This design comes from an exercise in tuning for small area on the open sky130 flow, not from production work. In this exercise RTL edits were held to simulation tests only and were not proved equivalent to the original. Power is estimated from default activity; no workload was simulated.

[config.mk]
export PLATFORM = sky130hd
export DESIGN_NAME = tdes_dec
export DESIGN_NICKNAME = tdes_dec
export VERILOG_FILES = /design/flow/design.v
export SDC_FILE = /design/flow/constraint.sdc
export NUM_CORES = 4
export LEC_CHECK = 0
export CAP_MARGIN = 20
export CORE_MARGIN = 2
export CORE_UTILIZATION = 40
export SLEW_MARGIN = 20
[constraint.sdc]
create_clock -name core_clock -period 4.0 [get_ports {clk}]
set_input_delay 0.8000 -clock core_clock [delete_from_list [all_inputs] [get_ports {clk}]]
set_output_delay 0.8000 -clock core_clock [all_outputs]
set_load 0.01 [all_outputs]
[design.v]
package tdes_pkg;
	localparam int HALF_W  = 64;
	localparam int BLOCK_W = 2 * HALF_W;
	localparam int LANE_W  = 16;
	typedef logic [HALF_W-1:0]  half_t;
	typedef logic [BLOCK_W-1:0] block_t;
	typedef logic [HALF_W-1:0]  key_t;
	typedef logic [LANE_W-1:0]  lane_t;
	localparam int ROUNDS_PER_STAGE = 16;
	localparam int NUM_STAGES       = 3;
	localparam int TOTAL_ROUNDS = NUM_STAGES * ROUNDS_PER_STAGE;
endpackage
package tdes_ctrl_pkg;
	typedef enum logic [1:0] {
		SEQ_LOAD,
		SEQ_RUN,
		SEQ_FINISH,
		SEQ_HOLD
	} seq_state_t;
	typedef enum logic [1:0] {
		STAGE_DEC3,
		STAGE_ENC2,
		STAGE_DEC1
	} stage_t;
	typedef logic [3:0] round_t;
endpackage
`timescale 1ns/1ps
module tdes_sequencer (
	input  logic clk,
	input  logic rst,
	output logic ld_lo,     
	output logic ld_hi,     
	output logic rnd,       
	output logic sw,        
	output logic hold,      
	output logic key_e3,    
	output logic key_e2,    
	output logic key_e1,    
	output logic key_step,  
	output logic key_hold,  
	output logic cap3,      
	output logic cap2,      
	output logic k1_valid,
	output logic pt_valid
);
	logic [5:0] n;
	always_ff @(posedge clk) begin
		if (rst) n <= '0;
		else if (n != 6'd50) n <= n + 6'd1;
	end
	assign ld_lo    = (n == 6'd0);
	assign ld_hi    = (n == 6'd1);
	assign sw       = (n == 6'd17) || (n == 6'd33);
	assign hold     = (n == 6'd50);
	assign rnd      = (n >= 6'd2) && (n <= 6'd49) && !sw;
	assign key_e3   = (n <= 6'd1);
	assign key_e2   = (n == 6'd17);
	assign key_e1   = (n == 6'd33);
	assign key_step = (n >= 6'd2) && (n <= 6'd48) && !sw;
	assign key_hold = (n >= 6'd49) && (n <= 6'd50);
	assign cap3     = (n == 6'd16);
	assign cap2     = (n == 6'd32);
	assign k1_valid = (n >= 6'd49);
	assign pt_valid = hold;
endmodule
`timescale 1ns/1ps
module tdes_key_schedule (
	input  logic       clk,
	input  logic       key_e3,
	input  logic       key_e2,
	input  logic       key_e1,
	input  logic       key_step,
	input  logic       key_hold,
	input  logic       k1_valid,
	input  logic [3:0] ek1,
	input  logic [3:0] ek2,
	input  logic [3:0] ek3,
	output logic [3:0] round_key,
	output logic [3:0] k1
);
	logic [3:0] rk;
	logic [3:0] s;
	assign s = {rk[1] ^ rk[0] ^ rk[3], rk[2] ^ rk[3], rk[1] ^ rk[2], rk[1] ^ rk[0]};
	always_ff @(posedge clk) begin
		rk <= ({4{key_e3}} & ek3) | ({4{key_e2}} & ek2) | ({4{key_e1}} & ek1)
			| ({4{key_step}} & s) | ({4{key_hold}} & rk);
	end
	assign round_key = rk;
	assign k1 = {4{k1_valid}} & rk;
endmodule
`timescale 1ns/1ps
module tdes_feistel_round (
	input  logic clk,
	input  logic ld_lo,
	input  logic ld_hi,
	input  logic rnd,
	input  logic sw,
	input  logic hold,
	input  logic pt_valid,
	input  logic ct_lo,
	input  logic ct_hi,
	input  logic key,
	output logic pt_a,
	output logic pt_b
);
	logic a;
	logic b;
	logic t;
	logic keep_a;
	assign t      = a ^ b ^ key;
	assign keep_a = sw || hold;
	always_ff @(posedge clk) begin
		a <= (ld_lo && ct_lo) || (ld_hi && ct_hi) || (rnd && t) || (keep_a && a);
		b <= (!keep_a && a) || (sw && t) || (hold && b);
	end
	assign pt_a = pt_valid && a;
	assign pt_b = pt_valid && b;
endmodule
`timescale 1ns/1ps
module tdes_result_capture (
	input  logic clk,
	input  logic rst,
	input  logic cap,
	input  logic ek,
	output logic k
);
	always_ff @(posedge clk) begin
		k <= !rst && (k || (cap && ek));
	end
endmodule
`timescale 1ns/1ps
module tdes_dec (
	input  logic             clk,
	input  logic             rst,
	input  tdes_pkg::key_t   ek1,
	input  tdes_pkg::key_t   ek2,
	input  tdes_pkg::key_t   ek3,
	input  tdes_pkg::block_t ct,
	output tdes_pkg::block_t pt,
	output tdes_pkg::key_t   k1,
	output tdes_pkg::key_t   k2,
	output tdes_pkg::key_t   k3
);
	logic ld_lo;
	logic ld_hi;
	logic hold;
	logic rnd;
	logic key_hold;
	logic sw;
	logic key_e3;
	logic key_e2;
	logic key_e1;
	logic key_step;
	logic cap3;
	logic cap2;
	logic k1_valid;
	logic pt_valid;
	tdes_pkg::key_t round_key;
	tdes_sequencer seq0 (
		.clk      (clk),
		.rst      (rst),
		.ld_lo    (ld_lo),
		.ld_hi    (ld_hi),
		.rnd      (rnd),
		.sw       (sw),
		.hold     (hold),
		.key_e3   (key_e3),
		.key_e2   (key_e2),
		.key_e1   (key_e1),
		.key_step (key_step),
		.key_hold (key_hold),
		.cap3     (cap3),
		.cap2     (cap2),
		.k1_valid (k1_valid),
		.pt_valid (pt_valid)
	);
	for (genvar j = 0; j < 16; j++) begin : g_key
		tdes_key_schedule keys (
			.clk       (clk),
			.key_e3    (key_e3),
			.key_e2    (key_e2),
			.key_e1    (key_e1),
			.key_step  (key_step),
			.key_hold  (key_hold),
			.k1_valid  (k1_valid),
			.ek1       ({ek1[48 + j], ek1[32 + j], ek1[16 + j], ek1[j]}),
			.ek2       ({ek2[48 + j], ek2[32 + j], ek2[16 + j], ek2[j]}),
			.ek3       ({ek3[48 + j], ek3[32 + j], ek3[16 + j], ek3[j]}),
			.round_key ({round_key[48 + j], round_key[32 + j], round_key[16 + j], round_key[j]}),
			.k1        ({k1[48 + j], k1[32 + j], k1[16 + j], k1[j]})
		);
	end
	for (genvar i = 0; i < 64; i++) begin : g_blk
		tdes_feistel_round blk (
			.clk      (clk),
			.ld_lo    (ld_lo),
			.ld_hi    (ld_hi),
			.rnd      (rnd),
			.sw       (sw),
			.hold     (hold),
			.pt_valid (pt_valid),
			.ct_lo    (ct[i]),
			.ct_hi    (ct[64 + i]),
			.key      (round_key[i]),
			.pt_a     (pt[64 + i]),
			.pt_b     (pt[i])
		);
		tdes_result_capture cap_k3 (
			.clk (clk),
			.rst (rst),
			.cap (cap3),
			.ek  (ek3[i]),
			.k   (k3[i])
		);
		tdes_result_capture cap_k2 (
			.clk (clk),
			.rst (rst),
			.cap (cap2),
			.ek  (ek2[i]),
			.k   (k2[i])
		);
	end
endmodule
[flow/run.sh]
#!/bin/bash
# Layout flow: the standard ORFS flow (standard.sh) with two changes.
#  1. Synthesis maps the logic with an area-oriented ABC script
#     (flow/abc_area.script) in place of ORFS's speed script. The rest of
#     synthesis is the standard one, so the registers are the same.
#  2. Every port gets the smallest buffer (buf_1) in place of the default.
# Each tool's output goes to ORFS's own logs under orfs/logs; the make
# output goes to area_standard.log.
set -euo pipefail
here=$(pwd)
fl=$here/flow

# ORFS's synthesis script with only its abc call changed
sed 's|log_cmd abc {\*}\$abc_args|log_cmd abc -script '"$fl"'/abc_area.script {*}$lib_args {*}$lib_dont_use_args|' \
	"$FLOW_HOME/scripts/synth.tcl" > "$here/orfs_synth_area.tcl"
grep -q 'abc_area.script' "$here/orfs_synth_area.tcl"

# The standard flow's synthesis wrapper, sourcing that script
sed "s|\$::env(SCRIPTS_DIR)/synth.tcl|$here/orfs_synth_area.tcl|" synth_recipe.tcl > "$here/area_synth.tcl"
grep -q 'orfs_synth_area.tcl' "$here/area_synth.tcl"

# standard.sh, using that wrapper
sed "s|$here/synth_recipe.tcl|$here/area_synth.tcl|g" standard.sh > "$here/area_standard.sh"
grep -q 'area_synth.tcl' "$here/area_standard.sh"

export BUFFER_PORTS_ARGS="-buffer_cell sky130_fd_sc_hd__buf_1"
bash "$here/area_standard.sh" > "$here/area_standard.log" 2>&1
[flow/abc_area.script]
strash
&get -n
&dch
&nf
&put
&get -n
&dch
&nf -R 1000
&put
[standard.sh]
#!/bin/bash
# synth_recipe.tcl (not shown) runs the flow's synth.tcl, then flattens the netlist and writes it again
# the make line also repeats each setting of config.mk as NAME=value (left out here)
make -C /OpenROAD-flow-scripts/flow DESIGN_CONFIG=/design/flow/config.mk WORK_HOME=/design/flow/orfs CLKGATE_MAP_FILE= SYNTH_SCRIPT=/design/flow/synth_recipe.tcl "${@:-finish}"
==> impl_metrics.ini, run 1 <==
[sta]
timing.fmax_mhz = 272
worst_pin_slew_ps = 1100
rsz0062_at_grt = false
slew_headroom = 0.263
drv_slew = 0
finalCriticalPeriod_ps = 3680
tns_ps = 0
finalSetupViolations = 0
setup_ws_ps = 317
finalCritPeriodShare = 0.921
hold_viol = 0
fin_worst_skew_ps = 18.3

[synthesis]
synth_top_flop_cell = dfxtp_1
synth_top_area_frac = 0.412
ys_top_cells_by_area = dfxtp_1 41%, buf_4 12%, a222oi_1 8.1%
yosysMostFrequentCell = dfxtp_1
syn_nets = 2042
yosys_warnings = 4
syn_avg_cell_area_sq_um = 9.23
synth_seq_area_share = 0.412
syn-cell-area_sq_um = 15800
synthTopCellsByCount = 326 x dfxtp_1, 256 x buf_4, 195 x nand2_1, 139 x nor2_1, 131 x a21oi_1
ys_ff_latch = 326
yosys.area.top_type = dfxtp_1
yosys.cell_types.count = 25
synth_edf_count = 0
async_reset_ff_frac = 0
syn_inst = 1716

[placed_design]
io_buffers = 641
gp_congestion = 0.906
hpwl_mm = 41.7
preCtsSetupSlack_ps = 679

[clock_network]
cts_setup_buffers = 0
clockBufferDepth = 3
htreeDepth = 2
clk_pin_slew_worst_paths_ps = 60
cts_resized = 0
clk_latency_ps = 550
cts_tree = yes
cts_root_buf = clkbuf_16
cts_hold_buf = 0
clock_sinks = 326
cts_buffers = 38

[routing]
drtIter0Drc = 1667
drc = 0
totalWireLength_mm = 59.1
ant_nets = 0
avgViaCountPerCell = 5.51
drtPass1Iterations = 10
num_vias = 14942
wire_per_inst_um = 21.8

[min_path]
hold_path_class = reg2reg
worstHoldPathCells = 2
worstHoldStart = g_blk[24].cap_k2.k
hold_end = g_blk[24].cap_k2.k

[critical_path]
crit_type = reg2out
worstReg2RegStart = seq0.n[4]
cp-end-kind = output port
cp_slowest_cell = dfxtp_1
arrival_ps = 2880
r2r-end = g_blk[45].blk.a
startpoint_type = register
critical-path-max-stage-delay_ps = 530
cp_top_family = simple AND/OR/NAND/NOR gates
cp_data_required_time_ps = 3200
ff2ff_setup_slack_ps = 960
path_buf_inv = 2
path_max_fanout = 62
crit_top_cell = and2_0
worstPathCellList = and2_0 > and3_4 > buf_12 > and2_0 > buf_1
r2r_cells = 7

[status]
outcome = timing/DRC/antenna clean

[die]
start_util = 0.407
die_h_um = 203
die_x_um = 203
dieArea_sq_um = 41200
core.rowCount = 72
num_io_pins = 642
core-area_sq_um = 38900

[power]
power.switching_mw = 3.49
combPwrFrac = 0.245
swShare = 0.314
p_int_mw = 7.63
seqPwrFrac = 0.423
peakVddDrop_v = 0.000365
power_density_nw_per_um2 = 594
clkPwrFrac = 0.332
leakagePower_nw = 6.88

[finish]
fin_nets = 2492
syn_to_final_growth_pct = 18.1
drive_gt1_frac = 0.0456
antenna_cells = 0
fillCellCount = 3885

[run]
maxCapViolations = 0

[global_routing]
grt_pass1_vias = 14515
antenna_found_initial = 0
grt.overflow.total = 0
grt_max_degree = 65
grt_use_total = 0.273
grt_pass1_wl_mm = 86.6
worst register-to-register path: cells and delay by family (launching register included):
| family | cells | cell delay, ps |
|---|---|---|
| AND/OR/NAND/NOR | 4 | 1670 |
| buffers and inverters | 2 | 600 |
| flip-flops | 1 | 530 |
| AO/OA/AOI/OAI | 1 | 170 |
kinds of logic (layout without fill, tap and decap cells):
family,after synthesis,in the layout,synth area share
DFF,326,326,0.412
adders and majority gates,4,4,0.00316
xor gates and xnor gates,194,194,0.107
AOI/OAI and AO/OA,395,395,0.196
and+or+nand+nor,539,539,0.160
buffers and inverters,258,735,0.122
layer usage:
layer | wire length [um] | part of all wire | global-route usage
met5 | 0 | 0 | 0
met4 | 2060 | 0.035 | 0.117
met3 | 5390 | 0.091 | 0.0568
met2 | 28400 | 0.48 | 0.461
met1 | 23300 | 0.39 | 0.337
worst max path at each step:
stage / startpoint / endpoint / slack, ps / depth (start not counted)
after floorplan: seq0.n[0] / g_blk[10].blk.b / 120 / 5
after global placement: seq0.n[1] / g_blk[49].blk.a / 810 / 8
after detailed placement: seq0.n[1] / g_blk[21].blk.a / 680 / 8
after CTS: seq0.n[4] / pt[37] / 260 / 5
after global routing: seq0.n[4] / pt[29] / 200 / 5
final: seq0.n[4] / pt[51] / 320 / 5
layout by cell type, fill, tap and decap left out, types with 2 or more instances in the layout:
master,n
a211oi_1,2
a21oi_1,130
a221o_1,64
a222oi_1,128
a22oi_1,64
and2_0,129
buf_1,640
buf_12,6
buf_4,18
bufinv_16,4
clkbuf_1,8
clkbuf_16,41
clkbuf_8,9
clkinv_1,2
clkinv_2,4
dfxtp_1,326
ha_1,4
nand2_1,195
nand2b_1,2
nor2_1,133
nor2_4,6
nor2b_1,64
nor3_1,2
nor3_4,2
o21ai_0,3
or2_4,2
xnor2_1,129
xor2_1,65
per-stage QoR:
| step | std cells | hold slack, ps | cell area [sq um] | power [mW] | util |
|---|---|---|---|---|---|
| after global placement | 2643 | 447 | 17400 | 7.36 | 0.446 |
| after floorplan | 1716 | 438 | 15900 | 6.65 | - |
| after CTS | 2710 | 445 | 18700 | 11.2 | 0.480 |
| final | 2711 | 465 | 18700 | 11.1 | 0.481 |
| after detailed placement | 2643 | 454 | 17400 | 7.45 | 0.446 |
| after global routing | 2711 | 485 | 18700 | 11.7 | 0.481 |
flip-flops by register name, indices dropped and copies added, names as in the netlist:
name            flops
g_blk.cap_k3.k     64
g_blk.cap_k2.k     64
g_key.keys.rk      64
seq0.n              6
g_blk.blk.b        64
g_blk.blk.a        64
layout make-up:
cell class,instances,area (sq um),share of cell area
Multi-Input combinational cell,1132,7520,0.402
Sequential cell,326,6530,0.349
Timing Repair Buffer,666,2680,0.143
Clock buffer,58,1180,0.0631
Tap cell,518,648,0.0346
Clock inverter,9,149,0.00796
Inverter,2,7.51,0.000401
power by group through the flow:
stage | combinational, mW | sequential, mW | clock (mW)
3_5_place_dp | 2.69 | 4.75 | 0
2_1_floorplan | 2.13 | 4.52 | 0
4_1_cts | 2.72 | 4.69 | 3.76
3_3_place_gp | 2.62 | 4.74 | 0
6_report | 2.73 | 4.70 | 3.69
5_1_grt | 3.02 | 4.80 | 3.89
==> inputs of run 2 (changes only) <==
--- a/design.v
+++ b/design.v
@@ -78,15 +78,17 @@
 	output logic [3:0] round_key,
 	output logic [3:0] k1
 );
+	logic [3:0] rk_n;
 	logic [3:0] rk;
 	logic [3:0] s;
+	assign rk = ~rk_n;
 	assign s = {rk[1] ^ rk[0] ^ rk[3], rk[2] ^ rk[3], rk[1] ^ rk[2], rk[1] ^ rk[0]};
 	always_ff @(posedge clk) begin
-		rk <= ({4{key_e3}} & ek3) | ({4{key_e2}} & ek2) | ({4{key_e1}} & ek1)
-			| ({4{key_step}} & s) | ({4{key_hold}} & rk);
+		rk_n <= ~(({4{key_e3}} & ek3) | ({4{key_e2}} & ek2) | ({4{key_e1}} & ek1)
+			| ({4{key_step}} & s) | ({4{key_hold}} & rk));
 	end
 	assign round_key = rk;
-	assign k1 = {4{k1_valid}} & rk;
+	assign k1 = ~(rk_n | {4{!k1_valid}});
 endmodule
 `timescale 1ns/1ps
 module tdes_feistel_round (
@@ -103,18 +105,18 @@
 	output logic pt_a,
 	output logic pt_b
 );
-	logic a;
-	logic b;
+	logic a_n;
+	logic b_n;
 	logic t;
 	logic keep_a;
-	assign t      = a ^ b ^ key;
+	assign t      = a_n ^ b_n ^ key;
 	assign keep_a = sw || hold;
 	always_ff @(posedge clk) begin
-		a <= (ld_lo && ct_lo) || (ld_hi && ct_hi) || (rnd && t) || (keep_a && a);
-		b <= (!keep_a && a) || (sw && t) || (hold && b);
-	end
-	assign pt_a = pt_valid && a;
-	assign pt_b = pt_valid && b;
+		a_n <= !((ld_lo && ct_lo) || (ld_hi && ct_hi) || (rnd && t) || (keep_a && !a_n));
+		b_n <= !((!keep_a && !a_n) || (sw && t) || (hold && !b_n));
+	end
+	assign pt_a = !(a_n || !pt_valid);
+	assign pt_b = !(b_n || !pt_valid);
 endmodule
 `timescale 1ns/1ps
 module tdes_result_capture (
==> flow/abc_area.script (replaced) <==
strash
dc2
&get -n
&dch -f
&nf -R 1000
&put
==> run 2 against run 1 <==
Net effect: first-iteration DRC count shrank 14%; critical endpoint is now pt[87]; synthesized cell count grew 5.4%; utilization grew 0.45 points; hold slack lost 18 ps; sequential cell count is the same; still clean on timing, DRC and antenna; wire length shrank 0.58%; global-route usage grew 0.62 points; via count grew 3.3%; clock skew grew 5.9 ps.
==> impl_metrics.ini, run 2 <==
[critical_path]
worstPathCellList = nand4_1 > buf_12 > nor2_1 > buf_1
r2r-end = g_key[1].keys.rk_n[1]
arrival_ps = 2530
path_depth = 4
cp_top_family = flip-flops
startpoint_type = register
r2r_cells = 11
worstReg2RegStart = seq0.n[1]
crit_start = seq0.n[5]
cp_slowest_cell = dfxtp_1
ff2ff_setup_slack_ps = 920
cp_data_required_time_ps = 3200
crit_path_end = pt[87]
crit_type = reg2out
path_buf_inv = 2
critical-path-max-stage-delay_ps = 690
path_max_fanout = 127
cp-end-kind = output port

[die]
core.rowCount = 71
die_h_um = 200
die_x_um = 200
start_util = 0.407
num_io_pins = 642
core-area_sq_um = 37800
dieArea_sq_um = 40100

[power]
power.total_mw = 11.1
leakagePower_nw = 6.61
peakVddDrop_v = 0.000260
power_density_nw_per_um2 = 603

[clock_network]
htreeDepth = 2
clk_pin_slew_worst_paths_ps = 60
clock_sinks = 326
cts_setup_buffers = 0
cts_resized = 0
clockBufferDepth = 3
clk_latency_ps = 540
cts_buffers = 39
cts_hold_buf = 0
cts_tree = yes
cts_root_buf = clkbuf_16

[routing]
num_vias = 15442
avgViaCountPerCell = 5.52
wire_per_inst_um = 21.0
drtIter0Drc = 1440
totalWireLength_mm = 58.8
drtPass1Iterations = 8
drc = 0
ant_nets = 0

[global_routing]
grt_pass1_vias = 14841
grt_use_total = 0.279
grt_pass1_wl_mm = 88.3
grt.overflow.total = 0
antenna_found_initial = 3
grt_max_degree = 128

[finish]
drive_gt1_frac = 0.0499
syn_to_final_growth_pct = 19.2
final_cells = 2799
final_cell_mix = 640 x buf_1, 349 x nor2_1, 321 x dfxtp_1, 319 x a21oi_1, 85 x xor2_1
final_common_cell = buf_1
fin_nets = 2582

[run]
maxCapViolations = 0

[synthesis]
synthTopCellsByCount = 356 x nor2_1, 326 x dfxtp_1, 320 x a21oi_1, 256 x buf_4, 120 x o21ai_0
syn_nets = 2134
syn_inst = 1808
ys_ff_latch = 326
async_reset_ff_frac = 0
synth_top_flop_cell = dfxtp_1
syn_avg_cell_area_sq_um = 8.52
ys_top_cells_by_area = dfxtp_1 42%, buf_4 12%, a21oi_1 10%
yosys_warnings = 4
syn-cell-area_sq_um = 15400
yosysMostFrequentCell = nor2_1
synth_edf_count = 0
synth_seq_area_share = 0.424
yosys.area.top_type = dfxtp_1
yosys.cell_types.count = 32
synth_top_area_frac = 0.424

[sta]
finalCritPeriodShare = 0.833
worst_pin_slew_ps = 975
fin_hold_ws_ps = 448
rsz0062_at_grt = false
timing.fmax_mhz = 300
tns_ps = 0
finalCriticalPeriod_ps = 3330
hold_viol = 0
drv_slew = 0
slew_headroom = 0.350
fin_worst_skew_ps = 24.2
finalSetupViolations = 0

[min_path]
hold_path_class = in2reg
worstHoldPathCells = 2

[placed_design]
gp_congestion = 0.938
hpwl_mm = 40.9
io_buffers = 641
dpl.cell_count = 2726

[status]
outcome = timing/DRC/antenna clean
==> run 2: how the worst min path moves through the flow <==
stage / from / endpoint / slack [ps]
2_1_floorplan: g_blk[0].cap_k2.k / g_blk[0].cap_k2.k / 440
5_1_grt: ek1[15] / g_key[15].keys.rk_n[0] / 430
3_5_place_dp: g_blk[44].cap_k3.k / g_blk[44].cap_k3.k / 450
3_3_place_gp: g_blk[44].cap_k3.k / g_blk[44].cap_k3.k / 450
6_report: ek1[15] / g_key[15].keys.rk_n[0] / 450
4_1_cts: ek1[15] / g_key[15].keys.rk_n[0] / 420
==> run 2: final cells by class <==
cell class,instances,area (sq um)
clock inverter,13,185
clock buffer,58,1220
multi-input combinational,1216,7080
sequential,326,6540
antenna,2,5.00
fill,3830,19500
tap,511,639
timing repair buffer,663,2660
inverter,10,42.5
==> run 2: stage by stage <==
| step | instance area, sq um | utilization | setup WS, ps |
|---|---|---|---|
| 5_1_grt | 18400 | 0.485 | 594 |
| 3_3_place_gp | 17000 | 0.448 | 1070 |
| 3_5_place_dp | 17000 | 0.448 | 974 |
| 4_1_cts | 18400 | 0.485 | 702 |
| 6_report | 18400 | 0.485 | 670 |
| 2_1_floorplan | 15500 | - | -3980 |
==> run 2: routing by layer <==
metal	part of all wire	track usage	vias to the layer above
met1	0.41	0.353	7292
met2	0.48	0.470	800
met3	0.084	0.0578	132
met4	0.033	0.103	4
met5	0.00051	0	-
li1	-	-	7214
==> run 2: report_power, final <==
part | leakage (nW) | switching [mW] | internal (mW) | total [mW]
combinational | 3.22 | 1.32 | 1.15 | 2.48
clock | 0.689 | 1.46 | 2.38 | 3.83
sequential | 2.70 | 0.852 | 3.92 | 4.77
total | 6.61 | 3.63 | 7.44 | 11.1
==> run 2: cell families after synthesis <==
logic type,after synthesis,share of synthesized area
XOR/XNOR,164,0.0932
buffers and inverters,266,0.127
flip-flops,326,0.424
AO/OA/AOI/OAI,666,0.258
AND/OR/NAND/NOR,382,0.0950
adder cells (fa/ha/maj),4,0.00325
==> inputs of run 3 (changes only) <==
--- a/flow/run.sh
+++ b/flow/run.sh
@@ -4,6 +4,8 @@
 #     (flow/abc_area.script) in place of ORFS's speed script. The rest of
 #     synthesis is the standard one, so the registers are the same.
 #  2. Every port gets the smallest buffer (buf_1) in place of the default.
+#  3. Clock tree: clkbuf_8 buffers, up to 30 registers per leaf buffer, no
+#     dummy loads.
 # Each tool's output goes to ORFS's own logs under orfs/logs; the make
 # output goes to area_standard.log.
 set -euo pipefail
@@ -24,4 +26,5 @@
 grep -q 'area_synth.tcl' "$here/area_standard.sh"
 
 export BUFFER_PORTS_ARGS="-buffer_cell sky130_fd_sc_hd__buf_1"
+export CTS_ARGS="-sink_clustering_enable -repair_clock_nets -buf_list sky130_fd_sc_hd__clkbuf_16 -sink_clustering_size 30 -sink_clustering_max_diameter 100 -dont_use_dummy_load"
 bash "$here/area_standard.sh" > "$here/area_standard.log" 2>&1
==> run 3 against run 2 <==
Net effect: still clean on timing, DRC and antenna; synthesized cell count did not move; utilization fell by 2.7 points; via count fell by 1.7%; synthesized area did not move; design area fell by 5.6%; final cell count fell by 2.0%; combinational power barely moved; total power fell by 19%; hold slack got worse by 17 ps; largest power group unchanged; highest routed layer unchanged.
==> impl_metrics.ini, run 3 <==
[finish]
final_common_cell = buf_1
final_area_sq_um = 17300
fin_nets = 2558
final_cells = 2742
final_cell_mix = 640 x buf_1, 349 x nor2_1, 321 x dfxtp_1, 319 x a21oi_1, 85 x xor2_1
syn_to_final_growth_pct = 12.5
fillCellCount = 3914
drive_gt1_frac = 0.0278

[synthesis]
synthTopCellsByCount = 356 x nor2_1, 326 x dfxtp_1, 320 x a21oi_1, 256 x buf_4, 120 x o21ai_0
ys_top_cells_by_area = dfxtp_1 42%, buf_4 12%, a21oi_1 10%
yosys_warnings = 4
synth_top_area_frac = 0.424
async_reset_ff_frac = 0
yosysMostFrequentCell = nor2_1
yosys.area.top_type = dfxtp_1
synth_seq_area_share = 0.424
syn-cell-area_sq_um = 15400
ys_ff_latch = 326
syn_inst = 1808
synth_top_flop_cell = dfxtp_1
synth_edf_count = 0
syn_nets = 2134
syn_avg_cell_area_sq_um = 8.52
yosys.cell_types.count = 32

[clock_network]
cts_resized = 0
clk_latency_ps = 530
clockBufferDepth = 3
clock_sinks = 326
clk_pin_slew_worst_paths_ps = 120
htreeDepth = 1
cts_buffers = 15
cts_setup_buffers = 0
cts_tree = yes
cts_root_buf = clkbuf_16
cts_hold_buf = 0

[routing]
wire_per_inst_um = 21.2
avgViaCountPerCell = 5.54
drtPass1Iterations = 10
ant_nets = 0
drc = 0
num_vias = 15187
totalWireLength_mm = 58.2
drtIter0Drc = 1383

[placed_design]
io_buffers = 641
dpl.cell_count = 2726
hpwl_mm = 40.9
placed_area_sq_um = 17000
preCtsSetupSlack_ps = 974
gp_congestion = 0.938

[critical_path]
path_max_fanout = 127
crit_start = seq0.n[5]
worstReg2RegStart = seq0.n[1]
cp-end-kind = output port
cp_data_required_time_ps = 3200
startpoint_type = register
crit_type = reg2out
r2r_cells = 11
arrival_ps = 2490
r2r-end = g_key[2].keys.rk_n[2]
ff2ff_setup_slack_ps = 970

[min_path]
worstHoldStart = ek1[15]
worstHoldPathCells = 2
hold_path_class = in2reg
hold_end = g_key[15].keys.rk_n[0]

[die]
die_h_um = 200
core.rowCount = 71
die_x_um = 200
dieArea_sq_um = 40100
num_io_pins = 642
start_util = 0.407
core-area_sq_um = 37800

[sta]
slew_headroom = 0.347
rsz0062_at_grt = false
finalSetupViolations = 0
finalCriticalPeriod_ps = 3290
hold_viol = 0
timing.fmax_mhz = 304
drv_slew = 0
finalCritPeriodShare = 0.821
setup_ws_ps = 715
worst_pin_slew_ps = 980
fin_worst_skew_ps = 47.3
tns_ps = 0

[run]
maxCapViolations = 0

[global_routing]
grt_use_total = 0.274
antenna_found_initial = 3
grt_max_degree = 128
grt_pass1_vias = 14598
grt_pass1_wl_mm = 86.9
grt.overflow.total = 0

[power]
power_density_nw_per_um2 = 518
leakagePower_nw = 6.11
peakVddDrop_v = 0.000328

[status]
outcome = timing/DRC/antenna clean
[run 3: cell counts after synthesis]
Identical to the previous run, type by type.
[run 3: final cells by class]
type / count / area [sq um] / share of cell area
multi-input cells: 1216 / 7080 / 0.408
clock buffers: 15 / 375 / 0.0217
repair buffers: 663 / 2660 / 0.154
well taps: 511 / 639 / 0.0369
flip-flops and latches: 326 / 6540 / 0.377
inverters: 10 / 42.5 / 0.00245
diodes: 1 / 2.50 / 0.000144
[run 3: worst max-delay path, stage by stage, from the launching register on]
cell     delay [ps]
dfxtp_1         700
nand4_1         360
buf_12          340
nor2_1          280
buf_1           200
[run 3: metal layers]
layer | up-vias | track usage | wire length [um]
met5 | - | 0 | 30
met4 | 4 | 0.0870 | 1600
met3 | 93 | 0.0483 | 4980
met2 | 794 | 0.471 | 28200
met1 | 7172 | 0.347 | 23400
li1 | 7124 | - | -
[run 3: worst max path at each step]
stage / end / slack [ps] / cells after the start
CTS: k1[21] / 710 / 7
global placement: g_key[11].keys.rk_n[1] / 1070 / 11
finish: pt[87] / 710 / 4
global route: k1[5] / 590 / 7
detailed placement: g_key[2].keys.rk_n[2] / 970 / 11
floorplan: g_blk[0].blk.b_n / -3980 / 5
[run 3: power by group]
part	switching (mW)	internal [mW]	total, mW
Sequential	0.857	3.91	4.77
Clock	1.07	0.683	1.75
Combinational	1.32	1.15	2.47
Total	3.24	5.74	8.99
[run 3: logic make-up after synthesis]
| kind of cell | after synthesis | synth area share |
|---|---|---|
| compound gates | 666 | 0.258 |
| simple gates | 382 | 0.0950 |
| flops | 326 | 0.424 |
| buf+inv | 266 | 0.127 |
| xor+xnor | 164 | 0.0932 |
| fa+ha+maj | 4 | 0.00325 |
[run 3: through the flow]
| step | power (mW) | utilization | hold WS, ps |
|---|---|---|---|
| floorplan | 6.46 | - | 438 |
| global placement | 7.14 | 0.448 | 446 |
| detailed placement | 7.27 | 0.448 | 453 |
| CTS | 9.03 | 0.458 | 408 |
| global route | 9.54 | 0.458 | 418 |
| finish | 8.99 | 0.458 | 431 |
==> inputs of run 4 (changes only) <==
--- a/flow/run.sh
+++ b/flow/run.sh
@@ -26,5 +26,5 @@
 grep -q 'area_synth.tcl' "$here/area_standard.sh"
 
 export BUFFER_PORTS_ARGS="-buffer_cell sky130_fd_sc_hd__buf_1"
-export CTS_ARGS="-sink_clustering_enable -repair_clock_nets -buf_list sky130_fd_sc_hd__clkbuf_16 -sink_clustering_size 30 -sink_clustering_max_diameter 100 -dont_use_dummy_load"
+export CTS_ARGS="-sink_clustering_enable -repair_clock_nets -buf_list sky130_fd_sc_hd__clkbuf_8 -sink_clustering_size 16 -sink_clustering_max_diameter 60 -dont_use_dummy_load"
 bash "$here/area_standard.sh" > "$here/area_standard.log" 2>&1
==> run 4 against run 3 <==
Net effect: design area grew 0.69%; synthesized cell count is the same; clock skew grew 17 ps; largest power group unchanged.
==> impl_metrics.ini, run 4 <==
[sta]
fin_worst_skew_ps = 64.1
worst_pin_slew_ps = 1000
timing.fmax_mhz = 296
hold_viol = 0
finalCriticalPeriod_ps = 3370
drv_slew = 0
finalCritPeriodShare = 0.844
fin_hold_ws_ps = 394
finalSetupViolations = 0
rsz0062_at_grt = false
slew_headroom = 0.333

[routing]
drtPass1Iterations = 9
totalWireLength_mm = 58.4
num_vias = 15290
wire_per_inst_um = 21.1
ant_nets = 0
drc = 0
avgViaCountPerCell = 5.53
drtIter0Drc = 1418

[finish]
fillCellCount = 3916
fin_nets = 2579
final_cell_mix = 640 x buf_1, 349 x nor2_1, 321 x dfxtp_1, 319 x a21oi_1, 85 x xor2_1
final_common_cell = buf_1
drive_gt1_frac = 0.0369
syn_to_final_growth_pct = 13.3
final_cells = 2763

[critical_path]
arrival_ps = 2570
worstPathCellList = nand4_1 > buf_12 > nor2_1 > buf_1
r2r-end = g_key[11].keys.rk_n[1]
path_buf_inv = 2
crit_type = reg2out
ff2ff_setup_slack_ps = 1010
cp_top_family = flip-flops
worstReg2RegStart = seq0.n[1]
r2r_cells = 11
cp_slowest_cell = dfxtp_1
path_max_fanout = 127
startpoint_type = register
critical-path-max-stage-delay_ps = 690
cp_data_required_time_ps = 3200
cp-end-kind = output port

[clock_network]
htreeDepth = 2
cts_tree = yes
clk_latency_ps = 610
cts_setup_buffers = 0
clock_sinks = 326
clockBufferDepth = 3
cts_root_buf = clkbuf_8
clk_pin_slew_worst_paths_ps = 80
cts_buffers = 36
cts_hold_buf = 0
cts_resized = 0

[synthesis]
yosys_warnings = 4
syn-cell-area_sq_um = 15400
synth_edf_count = 0
yosys.cell_types.count = 32
syn_nets = 2134
synth_top_area_frac = 0.424
synth_seq_area_share = 0.424
synth_top_flop_cell = dfxtp_1
async_reset_ff_frac = 0
ys_ff_latch = 326
synthTopCellsByCount = 356 x nor2_1, 326 x dfxtp_1, 320 x a21oi_1, 256 x buf_4, 120 x o21ai_0
yosys.area.top_type = dfxtp_1
syn_inst = 1808
ys_top_cells_by_area = dfxtp_1 42%, buf_4 12%, a21oi_1 10%
syn_avg_cell_area_sq_um = 8.52
yosysMostFrequentCell = nor2_1

[placed_design]
hpwl_mm = 40.9
gp_congestion = 0.938
io_buffers = 641
dpl.cell_count = 2726

[min_path]
hold_end = g_key[15].keys.rk_n[0]
worstHoldStart = ek1[15]
worstHoldPathCells = 2
hold_path_class = in2reg

[power]
leakagePower_nw = 6.18
peakVddDrop_v = 0.000250
power_density_nw_per_um2 = 526

[global_routing]
antenna_found_initial = 3
grt_max_degree = 128
grt_use_total = 0.278
grt_pass1_wl_mm = 87.4
grt_pass1_vias = 14659
grt.overflow.total = 0

[status]
outcome = timing/DRC/antenna clean

[die]
core.rowCount = 71
core-area_sq_um = 37800
dieArea_sq_um = 40100
start_util = 0.407
die_h_um = 200
die_x_um = 200
num_io_pins = 642

[run]
maxCapViolations = 0
-- run 4: cell counts after synthesis --
Identical to the previous run, type by type.
-- run 4: worst max-delay path by stage --
stage | cells after the start | to | slack [ps] | from
6_report | 4 | pt[87] | 630 | seq0.n[5]
5_1_grt | 4 | pt[87] | 550 | seq0.n[5]
4_1_cts | 4 | pt[86] | 660 | seq0.n[5]
3_5_place_dp | 11 | g_key[2].keys.rk_n[2] | 970 | seq0.n[1]
3_3_place_gp | 11 | g_key[11].keys.rk_n[1] | 1070 | seq0.n[1]
2_1_floorplan | 5 | g_blk[0].blk.b_n | -3980 | seq0.n[3]
-- run 4: cells by family after synthesis --
family,Yosys count,synth area share
buffers and inverters,266,0.127
DFF,326,0.424
xor gates and xnor gates,164,0.0932
adders and majority gates,4,0.00325
and+or+nand+nor,382,0.0950
AOI/OAI and AO/OA,666,0.258
-- run 4: per-layer routing --
metal	wire [um]	up-vias	GRT usage
met5	30	-	0
met4	1920	4	0.110
met3	4910	122	0.0573
met2	27900	767	0.468
met1	23700	7247	0.349
li1	-	7150	-
-- run 4: through the flow --
stage | instance area [sq um] | TNS (ps) | worst slack [ps] | utilization | power, mW
6_report | 17500 | 0 | 626 | 0.461 | 9.19
5_1_grt | 17500 | 0 | 555 | 0.461 | 9.76
4_1_cts | 17500 | 0 | 662 | 0.461 | 9.24
3_5_place_dp | 17000 | 0 | 974 | 0.448 | 7.27
3_3_place_gp | 17000 | 0 | 1070 | 0.448 | 7.14
2_1_floorplan | 15500 | -762250 | -3980 | - | 6.46
-- run 4: power breakdown --
| group | total, mW | switching [mW] | internal (mW) |
|---|---|---|---|
| combinational | 2.47 | 1.32 | 1.15 |
| sequential | 4.77 | 0.855 | 3.91 |
| clock | 1.95 | 1.15 | 0.801 |
| total | 9.19 | 3.33 | 5.86 |
-- run 4: layout make-up --
class,instances,area [sq um],area share
Clock buffer,36,495,0.0284
Timing Repair Buffer,663,2660,0.153
Multi-Input combinational cell,1216,7080,0.405
Inverter,10,42.5,0.00244
Antenna cell,1,2.50,0.000143
Tap cell,511,639,0.0366
Sequential cell,326,6540,0.374
==> inputs of run 5 (changes only) <==
--- a/config.mk
+++ b/config.mk
@@ -8,4 +8,5 @@
 export CAP_MARGIN = 20
 export CORE_MARGIN = 2
 export CORE_UTILIZATION = 40
+export PLACE_DENSITY = 0.75
 export SLEW_MARGIN = 20
==> run 5 against run 4 <==
Net effect: still clean; non-clock buffer count up 10; maximum frequency fell by 4.6%; critical path depth is 3 higher; sequential cell count stayed put; clock power fell by 12%; total power decreased by 2.0%; largest cell class unchanged; highest routed layer is now met4.
==> impl_metrics.ini, run 5 <==
[sta]
finalCriticalPeriod_ps = 3540
worst_pin_slew_ps = 954
finalSetupViolations = 0
rsz0062_at_grt = false
fin_worst_skew_ps = 78.6
hold_viol = 0
finalCritPeriodShare = 0.884
tns_ps = 0
slew_headroom = 0.364
timing.fmax_mhz = 283
drv_slew = 0

[clock_network]
cts_root_buf = clkbuf_8
htreeDepth = 1
clockBufferDepth = 3
clock_sinks = 326
clk_latency_ps = 630
cts_hold_buf = 0
clk_pin_slew_worst_paths_ps = 100
cts_buffers = 29
cts_tree = yes

[power]
swShare = 0.366
seqPwrFrac = 0.534
power.switching_mw = 3.30
clkPwrFrac = 0.190
p_int_mw = 5.71
peakVddDrop_v = 0.000294
combPwrFrac = 0.276
leakagePower_nw = 6.16
power_density_nw_per_um2 = 517

[critical_path]
cp-end-kind = output port
path_max_fanout = 51
cp_data_required_time_ps = 3200
crit_type = reg2out
arrival_ps = 2740
startpoint_type = register
ff2ff_setup_slack_ps = 940
r2r_cells = 12

[synthesis]
syn_avg_cell_area_sq_um = 8.52
syn-cell-area_sq_um = 15400
yosysMostFrequentCell = nor2_1
synth_edf_count = 0
async_reset_ff_frac = 0
synthTopCellsByCount = 356 x nor2_1, 326 x dfxtp_1, 320 x a21oi_1, 256 x buf_4, 120 x o21ai_0
ys_ff_latch = 326
yosys.area.top_type = dfxtp_1
yosys_warnings = 4
syn_nets = 2134
ys_top_cells_by_area = dfxtp_1 42%, buf_4 12%, a21oi_1 10%
yosys.cell_types.count = 32
synth_top_flop_cell = dfxtp_1
syn_inst = 1808
synth_top_area_frac = 0.424
synth_seq_area_share = 0.424

[global_routing]
grt.overflow.total = 0
grt_pass1_wl_mm = 86.6
grt_max_degree = 70
grt_use_total = 0.271
grt_pass1_vias = 15143
antenna_found_initial = 6

[routing]
drtPass1Iterations = 9
totalWireLength_mm = 57.9
wire_per_inst_um = 20.9
drtIter0Drc = 1863
drc = 0
ant_nets = 0
num_vias = 15703
avgViaCountPerCell = 5.67

[placed_design]
hpwl_mm = 40.9
io_buffers = 641
gp_congestion = 0.971
placed_area_sq_um = 17000

[finish]
final_area_sq_um = 17400
syn_to_final_growth_pct = 12.9
final_util = 0.460
fin_nets = 2582
fillCellCount = 3851
final_common_cell = buf_1
final_cell_mix = 640 x buf_1, 349 x nor2_1, 321 x dfxtp_1, 319 x a21oi_1, 85 x xor2_1
drive_gt1_frac = 0.0382

[die]
num_io_pins = 642
die_x_um = 200
dieArea_sq_um = 40100
core.rowCount = 71
start_util = 0.407
die_h_um = 200
core-area_sq_um = 37800

[min_path]
worstHoldPathCells = 2
hold_path_class = in2reg

[status]
outcome = timing/DRC/antenna clean

[run]
maxCapViolations = 0
==> run 5: per-stage QoR <==
step	hold slack (ps)	setup WS (ps)	power, mW	cells
after floorplan	438	-3980	6.46	1808
after global placement	446	813	7.18	2732
after detailed placement	455	706	7.31	2732
after CTS	289	58.3	9.01	2761
after global routing	290	285	9.55	2768
final	338	464	9.00	2769
==> run 5: final timing paths <==
path,start,end
max,seq0.n[1],k1[15]
min reg2reg,g_blk[54].cap_k3.k,g_blk[54].cap_k3.k
max reg2reg,seq0.n[1],g_key[14].keys.rk_n[3]
min,ek1[5],g_key[5].keys.rk_n[0]
==> run 5: power by group through the flow <==
stage                     clock network [mW]  logic, mW  registers (mW)
final                                   1.71       2.49            4.80
after global routing                    1.89       2.76            4.90
after detailed placement                   0       2.44            4.87
after CTS                               1.75       2.47            4.79
after floorplan                            0       1.87            4.59
after global placement                     0       2.34            4.84
==> run 5: area by class of cell <==
| type | instances | area (sq um) | share of cell area |
|---|---|---|---|
| antenna | 4 | 10.0 | 0.000575 |
| clock buffer | 29 | 399 | 0.0229 |
| inverter | 10 | 42.5 | 0.00244 |
| multi-input combinational | 1216 | 7080 | 0.407 |
| sequential | 326 | 6540 | 0.376 |
| tap | 511 | 639 | 0.0367 |
| timing repair buffer | 673 | 2700 | 0.155 |
==> run 5: cell families after synthesis <==
kind of cell,Yosys count,share of synthesized area
and+or+nand+nor,382,0.0950
adders and majority gates,4,0.00325
DFF,326,0.424
AOI/OAI and AO/OA,666,0.258
buffers and inverters,266,0.127
xor gates and xnor gates,164,0.0932
==> run 5: worst max-delay path, cell delays in order (launching register included) <==
cell and delay, ps:
dfxtp_2 350, clkinv_1 100, ha_1 160, nand2_1 260, o21bai_4 590, buf_12 350
nor2_1 110, buf_1 150
==> run 5: metal layers <==
layer / part of all wire / vias to the layer above / GRT usage / routed length [um]
met5: 0 / - / 0 / 0
met4: 0.038 / 0 / 0.109 / 2180
met3: 0.086 / 135 / 0.0408 / 5000
met2: 0.50 / 949 / 0.485 / 28800
met1: 0.38 / 7470 / 0.326 / 21900
li1: - / 7149 / - / -
==> run 5: repair_timing <==
| action | CTS | global route |
|---|---|---|
| resized for setup | 0 | 0 |
| setup buffers | 0 | 4 |
| endpoints found under the setup margin | 0 | 40 |
==> inputs of run 6 (changes only) <==
--- a/config.mk
+++ b/config.mk
@@ -5,8 +5,7 @@
 export SDC_FILE = /design/flow/constraint.sdc
 export NUM_CORES = 4
 export LEC_CHECK = 0
-export CAP_MARGIN = 20
+export CAP_MARGIN = 0
 export CORE_MARGIN = 2
 export CORE_UTILIZATION = 40
-export PLACE_DENSITY = 0.75
-export SLEW_MARGIN = 20
+export SLEW_MARGIN = 0
==> run 6 against run 5 <==
Net effect: setup slack improved by 160 ps; design area is 0.29% higher; critical path depth decreased by 3; wire length increased by 0.98%; non-clock buffer count decreased by 10; final cell count is 0.22% lower; clock power up 14%.
==> impl_metrics.ini, run 6 <==
[critical_path]
startpoint_type = register
cp-end-kind = output port
r2r-end = g_key[11].keys.rk_n[1]
cp_slowest_cell = dfxtp_1
path_max_fanout = 127
crit_path_end = pt[87]
arrival_ps = 2570
r2r_cells = 11
ff2ff_setup_slack_ps = 1010
cp_data_required_time_ps = 3200
worstReg2RegStart = seq0.n[1]
worstPathCellList = nand4_1 > buf_12 > nor2_1 > buf_1
critical-path-max-stage-delay_ps = 690
crit_type = reg2out
crit_start = seq0.n[5]

[routing]
drtIter0Drc = 1418
num_vias = 15290
totalWireLength_mm = 58.4
drtPass1Iterations = 9
wire_per_inst_um = 21.1
avgViaCountPerCell = 5.53
drc = 0
ant_nets = 0

[die]
start_util = 0.407
die_x_um = 200
core.rowCount = 71
core-area_sq_um = 37800
dieArea_sq_um = 40100
die_h_um = 200
num_io_pins = 642

[status]
outcome = timing/DRC/antenna clean

[finish]
fin_nets = 2579
syn_to_final_growth_pct = 13.3
final_common_cell = buf_1
final_cells = 2763
final_cell_mix = 640 x buf_1, 349 x nor2_1, 321 x dfxtp_1, 319 x a21oi_1, 85 x xor2_1
drive_gt1_frac = 0.0369
final_area_sq_um = 17500
final_util = 0.461

[placed_design]
io_buffers = 641
dpl.cell_count = 2726
placed_area_sq_um = 17000
gp_congestion = 0.938
hpwl_mm = 40.9

[clock_network]
clock_sinks = 326
cts_root_buf = clkbuf_8
clockBufferDepth = 3
cts_setup_buffers = 0
clk_latency_ps = 610
cts_buffers = 36
htreeDepth = 2
clk_pin_slew_worst_paths_ps = 80
cts_resized = 0
cts_tree = yes
cts_hold_buf = 0

[synthesis]
ys_ff_latch = 326
yosys_warnings = 4
synth_edf_count = 0
synthTopCellsByCount = 356 x nor2_1, 326 x dfxtp_1, 320 x a21oi_1, 256 x buf_4, 120 x o21ai_0
synth_seq_area_share = 0.424
ys_top_cells_by_area = dfxtp_1 42%, buf_4 12%, a21oi_1 10%
async_reset_ff_frac = 0
yosys.cell_types.count = 32
syn_nets = 2134
syn-cell-area_sq_um = 15400
yosys.area.top_type = dfxtp_1
yosysMostFrequentCell = nor2_1
synth_top_area_frac = 0.424
syn_avg_cell_area_sq_um = 8.52
synth_top_flop_cell = dfxtp_1
syn_inst = 1808

[sta]
finalCritPeriodShare = 0.844
finalCriticalPeriod_ps = 3370
worst_pin_slew_ps = 1000
finalSetupViolations = 0
drv_slew = 0
slew_headroom = 0.333
timing.fmax_mhz = 296
fin_hold_ws_ps = 394
rsz0062_at_grt = false
hold_viol = 0
fin_worst_skew_ps = 64.1

[power]
leakagePower_nw = 6.18
peakVddDrop_v = 0.000250
power_density_nw_per_um2 = 526

[global_routing]
grt_max_degree = 128
grt_pass1_wl_mm = 87.4
grt.overflow.total = 0
grt_pass1_vias = 14659
antenna_found_initial = 3
grt_use_total = 0.278

[min_path]
worstHoldStart = ek1[15]
hold_path_class = in2reg

[run]
maxCapViolations = 0
-- run 6: layout make-up --
type | count | area (sq um)
Antenna cell | 1 | 2.50
Clock buffer | 36 | 495
Fill cell | 3916 | 20400
Inverter | 10 | 42.5
Multi-Input combinational cell | 1216 | 7080
Sequential cell | 326 | 6540
Tap cell | 511 | 639
Timing Repair Buffer | 663 | 2660
-- run 6: per-stage QoR --
stage          total power [mW]  setup slack, ps  TNS, ps
2_1_floorplan              6.46            -3980  -762250
3_3_place_gp               7.14             1070        0
3_5_place_dp               7.27              974        0
4_1_cts                    9.24              662        0
5_1_grt                    9.76              555        0
6_report                   9.19              626        0
-- run 6: power breakdown --
group / switching, mW / internal (mW) / total [mW]
Clock: 1.15 / 0.801 / 1.95
Sequential: 0.855 / 3.91 / 4.77
Combinational: 1.32 / 1.15 / 2.47
Total: 3.33 / 5.86 / 9.19
-- run 6: kinds of logic (layout without fill, tap and decap cells) --
kind of cell               after synthesis  in the layout  share of synthesized area
DFF                                    326            326                      0.424
and+or+nand+nor                        382            382                     0.0950
AOI/OAI and AO/OA                      666            666                      0.258
xor gates and xnor gates               164            164                     0.0932
other                                    0              1                          0
buffers and inverters                  266            709                      0.127
adders and majority gates                4              4                    0.00325
-- run 6: critical path, delay by kind of cell, from the launching register on --
family,cells,cell delay (ps)
and+or+nand+nor,2,660
DFF,1,690
buffers and inverters,2,540
-- run 6: worst min-delay path by stage --
| stage | endpoint | cells past startpoint |
|---|---|---|
| floorplan | g_blk[0].cap_k2.k | 2 |
| global placement | g_blk[44].cap_k3.k | 2 |
| detailed placement | g_blk[44].cap_k3.k | 2 |
| CTS | g_key[15].keys.rk_n[0] | 2 |
| global route | g_key[15].keys.rk_n[0] | 2 |
| finish | g_key[15].keys.rk_n[0] | 2 |
-- run 6: metal layers --
| layer | wire, um | share of wire | GRT usage | vias to the layer above |
|---|---|---|---|---|
| met2 | 27900 | 0.48 | 0.468 | 767 |
| met3 | 4910 | 0.084 | 0.0573 | 122 |
| met1 | 23700 | 0.40 | 0.349 | 7247 |
| met5 | 30 | 0.00051 | 0 | - |
| li1 | - | - | - | 7150 |
| met4 | 1920 | 0.033 | 0.110 | 4 |
==> inputs of run 7 (changes only) <==
--- a/flow/run.sh
+++ b/flow/run.sh
@@ -1,11 +1,11 @@
 #!/bin/bash
-# Layout flow: the standard ORFS flow (standard.sh) with two changes.
+# Layout flow: the standard ORFS flow (standard.sh) with three changes.
 #  1. Synthesis maps the logic with an area-oriented ABC script
 #     (flow/abc_area.script) in place of ORFS's speed script. The rest of
 #     synthesis is the standard one, so the registers are the same.
 #  2. Every port gets the smallest buffer (buf_1) in place of the default.
-#  3. Clock tree: clkbuf_8 buffers, up to 30 registers per leaf buffer, no
-#     dummy loads.
+#  3. Clock tree: clkbuf_8 buffers, up to 16 registers per leaf buffer
+#     within 60 um, no dummy loads.
 # Each tool's output goes to ORFS's own logs under orfs/logs; the make
 # output goes to area_standard.log.
 set -euo pipefail
--- a/config.mk
+++ b/config.mk
@@ -5,7 +5,8 @@
 export SDC_FILE = /design/flow/constraint.sdc
 export NUM_CORES = 4
 export LEC_CHECK = 0
-export CAP_MARGIN = 0
+export CAP_MARGIN = 20
 export CORE_MARGIN = 2
-export CORE_UTILIZATION = 40
-export SLEW_MARGIN = 0
+export CORE_UTILIZATION = 48
+export PLACE_DENSITY = 0.75
+export SLEW_MARGIN = 20
==> run 7 against run 6 <==
Net effect: sequential power is essentially flat; non-clock buffer count shrank 4; via count grew 4.1%; hold slack gained 40 ps; clock-buffer cell count shrank 2; critical path depth is the same; clock power shrank 5%; final cell count shrank 3.9%; critical path type unchanged; register-to-register slack lost 30 ps; critical endpoint is now pt[83]; first-iteration DRC count grew 32%; combinational power is essentially flat.
==> impl_metrics.ini, run 7 <==
[sta]
drv_slew = 0
fin_worst_skew_ps = 59.7
slew_headroom = 0.338
timing.fmax_mhz = 307
finalCritPeriodShare = 0.815
worst_pin_slew_ps = 992
setup_ws_ps = 740
finalCriticalPeriod_ps = 3260
finalSetupViolations = 0
rsz0062_at_grt = false
hold_viol = 0

[routing]
dr_wl_met2_mm = 27.9
avgViaCountPerCell = 5.99
ant_nets = 0
drtIter0Drc = 1865
drc = 0
num_vias = 15913
wl_met1_mm = 21.9
drtPass1Iterations = 9
top_layer = met4
dr_wl_met3_mm = 5.23
wire_per_inst_um = 21.7
totalWireLength_mm = 57.7

[synthesis]
muxShareOfSynthArea = 0
yosys.area.top_type = dfxtp_1
synth-compound-area-share = 0.258
yosys.cell_types.count = 32
synth_top_flop_cell = dfxtp_1
synth-xor-area-share = 0.0932
async_reset_ff_frac = 0
synth_fa_ha_area_frac = 0.00325
synthTopCellsByCount = 356 x nor2_1, 326 x dfxtp_1, 320 x a21oi_1, 256 x buf_4, 120 x o21ai_0
yosys_warnings = 4
ys_ff_latch = 326
yosysMostFrequentCell = nor2_1
synth_seq_area_share = 0.424
ys_top_cells_by_area = dfxtp_1 42%, buf_4 12%, a21oi_1 10%
synth_simple_gate_area_frac = 0.0950
synth_top_family_by_area = compound AO/OA/AOI/OAI gates
syn_avg_cell_area_sq_um = 8.52
synth_top_area_frac = 0.424
syn_nets = 2134
syn-cell-area_sq_um = 15400
synth_edf_count = 0
syn_inst = 1808

[global_routing]
grt_max_degree = 130
grt_pass1_vias = 15335
grt_use_total = 0.325
grt_pass1_wl_mm = 85.2
antenna_found_initial = 7
grt.overflow.total = 0

[clock_network]
clk_pin_slew_worst_paths_ps = 100
cts_hold_buf = 0
clock_sinks = 326
cts_resized = 0
cts_tree = yes
clockBufferDepth = 3
htreeDepth = 2
cts_buffers = 34
cts_root_buf = clkbuf_8
cts_setup_buffers = 0
clk_latency_ps = 530

[die]
core.rowCount = 65
dieArea_sq_um = 33600
die_h_um = 183
start_util = 0.488
num_io_pins = 642
core-area_sq_um = 31600
die_x_um = 183

[placed_design]
dpl.cell_count = 2613
io_buffers = 641
preCtsSetupSlack_ps = 1030
gp_congestion = 0.923
hpwl_mm = 39.5

[critical_path]
cp-end-kind = output port
path_max_fanout = 129
cp_data_required_time_ps = 3200
arrival_ps = 2460
startpoint_type = register
crit_type = reg2out

[finish]
final_cell_mix = 640 x buf_1, 349 x nor2_1, 321 x dfxtp_1, 319 x a21oi_1, 85 x xor2_1
drive_gt1_frac = 0.0343
syn_to_final_growth_pct = 12.0
fin_nets = 2573
multiInputGateArea_sq_um = 7080
register_area_sq_um = 6540
final_cells = 2656
fillCellCount = 3014
final_common_cell = buf_1

[min_path]
hold_path_class = in2reg

[power]
peakVddDrop_v = 0.000305
power_density_nw_per_um2 = 530
leakagePower_nw = 6.14

[run]
maxCapViolations = 0

[status]
outcome = timing/DRC/antenna clean
==> run 7: cells by family after synthesis <==
kind of cell,count (synthesis)
flip-flops,326
AND/OR/NAND/NOR,382
adder cells (fa/ha/maj),4
buffers and inverters,266
AO/OA/AOI/OAI,666
XOR/XNOR,164
==> run 7: where the power goes <==
part | total (mW) | switching, mW | internal, mW | leakage [nW]
clock | 1.86 | 1.10 | 0.761 | 0.245
combinational | 2.47 | 1.32 | 1.15 | 3.19
sequential | 4.80 | 0.893 | 3.91 | 2.70
total | 9.14 | 3.32 | 5.82 | 6.14
==> run 7: metrics by stage <==
stage                     power [mW]  hold WS [ps]  area [sq um]  TNS, ps  utilization
after global routing            9.64           405         17300        0        0.547
after floorplan                 6.46           438         15500  -762250            -
after global placement          7.12           445         16800        0        0.531
final                           9.14           434         17300        0        0.547
after detailed placement        7.27           452         16800        0        0.531
after CTS                       9.12           405         17200        0        0.546
==> run 7: worst max-delay path, stage by stage (launching register included) <==
cell and delay (ps):
dfxtp_1 690, nand4_1 300, buf_12 360, nor2_1 340, buf_1 200
==> run 7: worst paths after layout <==
kind	start	end	slack (ps)	cells past startpoint
min reg2reg	g_blk[4].cap_k3.k	g_blk[4].cap_k3.k	470	2
min	ek1[5]	g_key[5].keys.rk_n[0]	430	2
max	seq0.n[5]	pt[83]	740	4
max reg2reg	seq0.n[1]	g_key[14].keys.rk_n[3]	980	11
==> run 7: final cells by class <==
type / count / area share
multi-input combinational: 1216 / 0.410
sequential: 326 / 0.379
timing repair buffer: 659 / 0.151
tap: 402 / 0.0291
clock buffer: 34 / 0.0271
inverter: 10 / 0.00247
antenna: 9 / 0.00131
==> run 7: per-layer routing <==
| layer | track usage | vias up |
|---|---|---|
| met5 | 0 | - |
| met2 | 0.552 | 1021 |
| met4 | 0.168 | 0 |
| met1 | 0.391 | 7562 |
| li1 | - | 7139 |
| met3 | 0.0606 | 191 |
==> inputs of run 8 (changes only) <==
--- a/config.mk
+++ b/config.mk
@@ -7,6 +7,6 @@
 export LEC_CHECK = 0
 export CAP_MARGIN = 20
 export CORE_MARGIN = 2
-export CORE_UTILIZATION = 48
+export CORE_UTILIZATION = 40
 export PLACE_DENSITY = 0.75
 export SLEW_MARGIN = 20
==> run 8 against run 7 <==
Net effect: total power down 1.5%; clock-buffer cell count fell by 5; first-iteration DRC count decreased by 0.11%; synthesized area did not move; design area grew 0.86%; die area up 20%; hold slack got worse by 96 ps; non-clock buffer count up 14; combinational power about the same; synthesized cell count did not move; via count decreased by 1.3%.
==> impl_metrics.ini, run 8 <==
[placed_design]
dpl.cell_count = 2732
gp_congestion = 0.971
hpwl_mm = 40.9
io_buffers = 641

[min_path]
hold_path_class = in2reg
worstHoldStart = ek1[5]

[sta]
rsz0062_at_grt = false
worst_pin_slew_ps = 954
tns_ps = 0
timing.fmax_mhz = 283
fin_worst_skew_ps = 78.6
finalCriticalPeriod_ps = 3540
fin_hold_ws_ps = 338
finalCritPeriodShare = 0.884
finalSetupViolations = 0
drv_slew = 0
hold_viol = 0
slew_headroom = 0.364

[critical_path]
path_max_fanout = 51
worstReg2RegStart = seq0.n[1]
r2r-end = g_key[14].keys.rk_n[3]
crit_path_end = k1[15]
crit_type = reg2out
startpoint_type = register
r2r_cells = 12
path_depth = 7
path_buf_inv = 3
cp_slowest_cell = o21bai_4
cp-end-kind = output port
cp_data_required_time_ps = 3200
ff2ff_setup_slack_ps = 940
cp_top_family = buffers and inverters
crit_start = seq0.n[1]
critical-path-max-stage-delay_ps = 590
arrival_ps = 2740
worstPathCellList = clkinv_1 > ha_1 > nand2_1 > o21bai_4 > buf_12 > nor2_1 > buf_1

[die]
die_x_um = 200
start_util = 0.407
num_io_pins = 642
dieArea_sq_um = 40100
core.rowCount = 71
die_h_um = 200
core-area_sq_um = 37800

[global_routing]
grt.overflow.total = 0
grt_use_total = 0.271
met1_usage = 0.326
grt_pass1_wl_mm = 86.6
antenna_found_initial = 6
grt_max_degree = 70
grt_use_met3 = 0.0408
busiest_layer = met2
grt_pass1_vias = 15143
met2_usage = 0.485

[synthesis]
ys_ff_latch = 326
synth_top_flop_cell = dfxtp_1
ys_top_cells_by_area = dfxtp_1 42%, buf_4 12%, a21oi_1 10%
yosys_warnings = 4
synthTopCellsByCount = 356 x nor2_1, 326 x dfxtp_1, 320 x a21oi_1, 256 x buf_4, 120 x o21ai_0
yosys.cell_types.count = 32
syn_inst = 1808
syn_nets = 2134
async_reset_ff_frac = 0
syn-cell-area_sq_um = 15400
yosys.area.top_type = dfxtp_1
synth_top_area_frac = 0.424
synth_edf_count = 0
synth_seq_area_share = 0.424
syn_avg_cell_area_sq_um = 8.52
yosysMostFrequentCell = nor2_1

[finish]
fin_nets = 2582
drive_gt1_frac = 0.0382
syn_to_final_growth_pct = 12.9
final_util = 0.460
final_cells = 2769
final_common_cell = buf_1
final_cell_mix = 640 x buf_1, 349 x nor2_1, 321 x dfxtp_1, 319 x a21oi_1, 85 x xor2_1

[clock_network]
clock_sinks = 326
clk_latency_ps = 630
htreeDepth = 1
clk_pin_slew_worst_paths_ps = 100
clockBufferDepth = 3
cts_resized = 0
cts_buffers = 29
cts_tree = yes
cts_root_buf = clkbuf_8

[routing]
wire_per_inst_um = 20.9
drc = 0
totalWireLength_mm = 57.9
drtIter0Drc = 1863
drtPass1Iterations = 9
ant_nets = 0
avgViaCountPerCell = 5.67
num_vias = 15703

[status]
outcome = timing/DRC/antenna clean

[power]
power_density_nw_per_um2 = 517
leakagePower_nw = 6.16
peakVddDrop_v = 0.000294

[run]
maxCapViolations = 0
-- run 8: cell counts after synthesis --
Identical to the previous run, type by type.
-- run 8: logic make-up (layout without fill, tap and decap cells) --
kind of cell             after synthesis  in the layout  synth area share
AO/OA/AOI/OAI                        666            666             0.258
other                                  0              4                 0
adder cells (fa/ha/maj)                4              4           0.00325
AND/OR/NAND/NOR                      382            382            0.0950
XOR/XNOR                             164            164            0.0932
buffers and inverters                266            712             0.127
flip-flops                           326            326             0.424
-- run 8: worst min path at each step --
| stage | to | slack, ps | depth (start not counted) |
|---|---|---|---|
| after floorplan | g_blk[0].cap_k2.k | 440 | 2 |
| after global placement | g_blk[49].cap_k3.k | 450 | 2 |
| after detailed placement | g_blk[16].cap_k2.k | 460 | 2 |
| after CTS | g_key[5].keys.rk_n[0] | 290 | 2 |
| after global routing | g_key[5].keys.rk_n[0] | 290 | 2 |
| final | g_key[5].keys.rk_n[0] | 340 | 2 |
-- run 8: layout make-up --
| cell class | count | area [sq um] |
|---|---|---|
| fillers | 3851 | 20400 |
| multi-input cells | 1216 | 7080 |
| flip-flops and latches | 326 | 6540 |
| repair buffers | 673 | 2700 |
| well taps | 511 | 639 |
| clock buffers | 29 | 399 |
| inverters | 10 | 42.5 |
| diodes | 4 | 10.0 |
-- run 8: power breakdown --
group / switching (mW) / leakage, nW / internal (mW) / total, mW
Combinational: 1.33 / 3.26 / 1.15 / 2.49
Clock: 1.07 / 0.209 / 0.643 / 1.71
Sequential: 0.894 / 2.70 / 3.91 / 4.80
-- run 8: worst register-to-register path, cell delays in order (launching register included) --
cell      delay [ps]
dfxtp_2          380
clkinv_1         160
ha_1             270
nand2_1          380
nor2_4            70
nor2_1           230
o31ai_1          220
or2_2            590
buf_4            290
nor2_1           150
nand2_1           70
o211ai_1         100
a21oi_1           60
-- run 8: timing repair --
item,CTS,global route
setup endpoints to repair,0,40
setup buffers,0,4
hold buffers,0,0
-- run 8: layer usage --
| metal | vias up | wire (um) |
|---|---|---|
| li1 | 7149 | - |
| met1 | 7470 | 21900 |
| met2 | 949 | 28800 |
| met3 | 135 | 5000 |
| met4 | 0 | 2180 |
| met5 | - | 0 |
-- run 8: per-stage QoR --
step | setup WS (ps) | cell area [sq um] | total power, mW
final | 464 | 17400 | 9.00
after global routing | 285 | 17400 | 9.55
after CTS | 58.3 | 17400 | 9.01
after detailed placement | 706 | 17000 | 7.31
after global placement | 813 | 17000 | 7.18
after floorplan | -3980 | 15500 | 6.46
==> inputs of run 9 (changes only) <==
--- a/flow/run.sh
+++ b/flow/run.sh
@@ -26,5 +26,5 @@
 grep -q 'area_synth.tcl' "$here/area_standard.sh"
 
 export BUFFER_PORTS_ARGS="-buffer_cell sky130_fd_sc_hd__buf_1"
-export CTS_ARGS="-sink_clustering_enable -repair_clock_nets -buf_list sky130_fd_sc_hd__clkbuf_8 -sink_clustering_size 16 -sink_clustering_max_diameter 60 -dont_use_dummy_load"
+export CTS_ARGS="-sink_clustering_enable -repair_clock_nets -buf_list sky130_fd_sc_hd__clkbuf_16 -sink_clustering_size 24 -sink_clustering_max_diameter 80 -dont_use_dummy_load"
 bash "$here/area_standard.sh" > "$here/area_standard.log" 2>&1
==> run 9 against run 8 <==
Net effect: still clean on timing, DRC and antenna; die area is the same; sequential cell count stayed put; first-iteration DRC count grew 0.54%.
==> impl_metrics.ini, run 9 <==
[die]
core.rowCount = 71
num_io_pins = 642
die_h_um = 200
dieArea_sq_um = 40100
start_util = 0.407

[routing]
drtPass1Iterations = 13
num_vias = 15699
avgViaCountPerCell = 5.69
ant_nets = 0
wire_per_inst_um = 20.9
totalWireLength_mm = 57.8
drtIter0Drc = 1873
drc = 0

[synthesis]
yosys.cell_types.count = 32
synth_top_flop_cell = dfxtp_1
yosys.area.top_type = dfxtp_1
synth_top_family_by_area = compound AO/OA/AOI/OAI gates
yosys_warnings = 4
syn_nets = 2134
synthTopCellsByCount = 356 x nor2_1, 326 x dfxtp_1, 320 x a21oi_1, 256 x buf_4, 120 x o21ai_0
syn_inst = 1808
yosysMostFrequentCell = nor2_1
ys_top_cells_by_area = dfxtp_1 42%, buf_4 12%, a21oi_1 10%
ys_ff_latch = 326
synth_seq_area_share = 0.424
synth-compound-area-share = 0.258
async_reset_ff_frac = 0
synth_simple_gate_area_frac = 0.0950

[clock_network]
cts_tree = yes
htreeDepth = 1
cts_buffers = 22
cts_resized = 0
cts_root_buf = clkbuf_16
clock_sinks = 326
clk_latency_ps = 540
cts_hold_buf = 0

[placed_design]
gp_congestion = 0.971
hpwl_mm = 40.9

[finish]
syn_to_final_growth_pct = 13.9
fillCellCount = 3835
final_cell_mix = 640 x buf_1, 349 x nor2_1, 321 x dfxtp_1, 319 x a21oi_1, 85 x xor2_1
drive_gt1_frac = 0.0352
final_util = 0.464
fin_nets = 2575

[critical_path]
startpoint_type = register
cp_data_required_time_ps = 3200
path_max_fanout = 51
cp_slowest_cell = o21bai_4
cp-end-kind = output port
worstPathCellList = clkinv_1 > ha_1 > nand2_1 > o21bai_4 > buf_12 > nor2_1 > buf_1
arrival_ps = 2680

[global_routing]
grt_pass1_vias = 15112
grt_pass1_wl_mm = 86.2
grt_max_degree = 70
grt_use_total = 0.270

[sta]
finalCriticalPeriod_ps = 3480
finalCritPeriodShare = 0.870
finalSetupViolations = 0
rsz0062_at_grt = false
timing.fmax_mhz = 287
hold_viol = 0
fin_worst_skew_ps = 55.3
worst_pin_slew_ps = 971
slew_headroom = 0.353
drv_slew = 0

[power]
leakagePower_nw = 6.23
power.total_mw = 9.35
power_density_nw_per_um2 = 532
peakVddDrop_v = 0.000311

[status]
outcome = timing/DRC/antenna clean

[min_path]
hold_path_class = in2reg
run 9: cell counts after synthesis:
Identical to the previous run, type by type.
run 9: area by class of cell:
class,instances,area [sq um],area share
tap,511,639,0.0364
inverter,10,42.5,0.00242
antenna,3,7.51,0.000428
timing repair buffer,673,2700,0.154
sequential,326,6540,0.372
multi-input combinational,1216,7080,0.403
clock buffer,22,551,0.0314
run 9: worst paths after layout:
| kind | from | end | slack [ps] | cells past startpoint |
|---|---|---|---|---|
| worst max-delay path | seq0.n[1] | k1[15] | 520 | 7 |
| worst min-delay path | ek1[5] | g_key[5].keys.rk_n[0] | 430 | 2 |
| worst max register to register | seq0.n[1] | g_key[14].keys.rk_n[3] | 910 | 12 |
| worst min register to register | g_blk[54].cap_k3.k | g_blk[54].cap_k3.k | 460 | 2 |
run 9: cell families (layout without fill, tap and decap cells):
logic type / Yosys count / in the layout
AO/OA/AOI/OAI: 666 / 666
AND/OR/NAND/NOR: 382 / 382
flip-flops: 326 / 326
buffers and inverters: 266 / 705
XOR/XNOR: 164 / 164
adder cells (fa/ha/maj): 4 / 4
other: 0 / 3
run 9: layer usage:
| layer | part of all wire | track usage | up-vias |
|---|---|---|---|
| li1 | - | - | 7146 |
| met1 | 0.38 | 0.326 | 7495 |
| met2 | 0.50 | 0.484 | 915 |
| met3 | 0.083 | 0.0387 | 143 |
| met4 | 0.042 | 0.108 | 0 |
| met5 | 0 | 0 | - |
run 9: worst max-delay path, delay by kind of cell (launching register included):
family / cells / cell delay [ps]
fa+ha+maj: 1 / 160
flops: 1 / 360
buf+inv: 3 / 610
compound gates: 1 / 590
simple gates: 2 / 380
run 9: where the power goes:
| part | internal, mW | switching [mW] | leakage, nW |
|---|---|---|---|
| Clock | 0.973 | 1.08 | 0.271 |
| Sequential | 3.91 | 0.893 | 2.70 |
| Combinational | 1.15 | 1.33 | 3.26 |
| Total | 6.04 | 3.31 | 6.23 |
run 9: what timing repair did:
action                     4_1_cts  5_1_grt
hold endpoints to repair         0        0
setup endpoints to repair        0       19
buffers inserted                 0        4
run 9: stage by stage:
stage | TNS, ps | cells | setup WS, ps | hold slack (ps) | instance area (sq um)
after CTS | 0 | 2754 | 149 | 396 | 17500
final | 0 | 2761 | 521 | 432 | 17600
after global placement | 0 | 2732 | 813 | 446 | 17000
after global routing | 0 | 2760 | 349 | 400 | 17500
after floorplan | -762250 | 1808 | -3980 | 438 | 15500
after detailed placement | 0 | 2732 | 706 | 455 | 17000
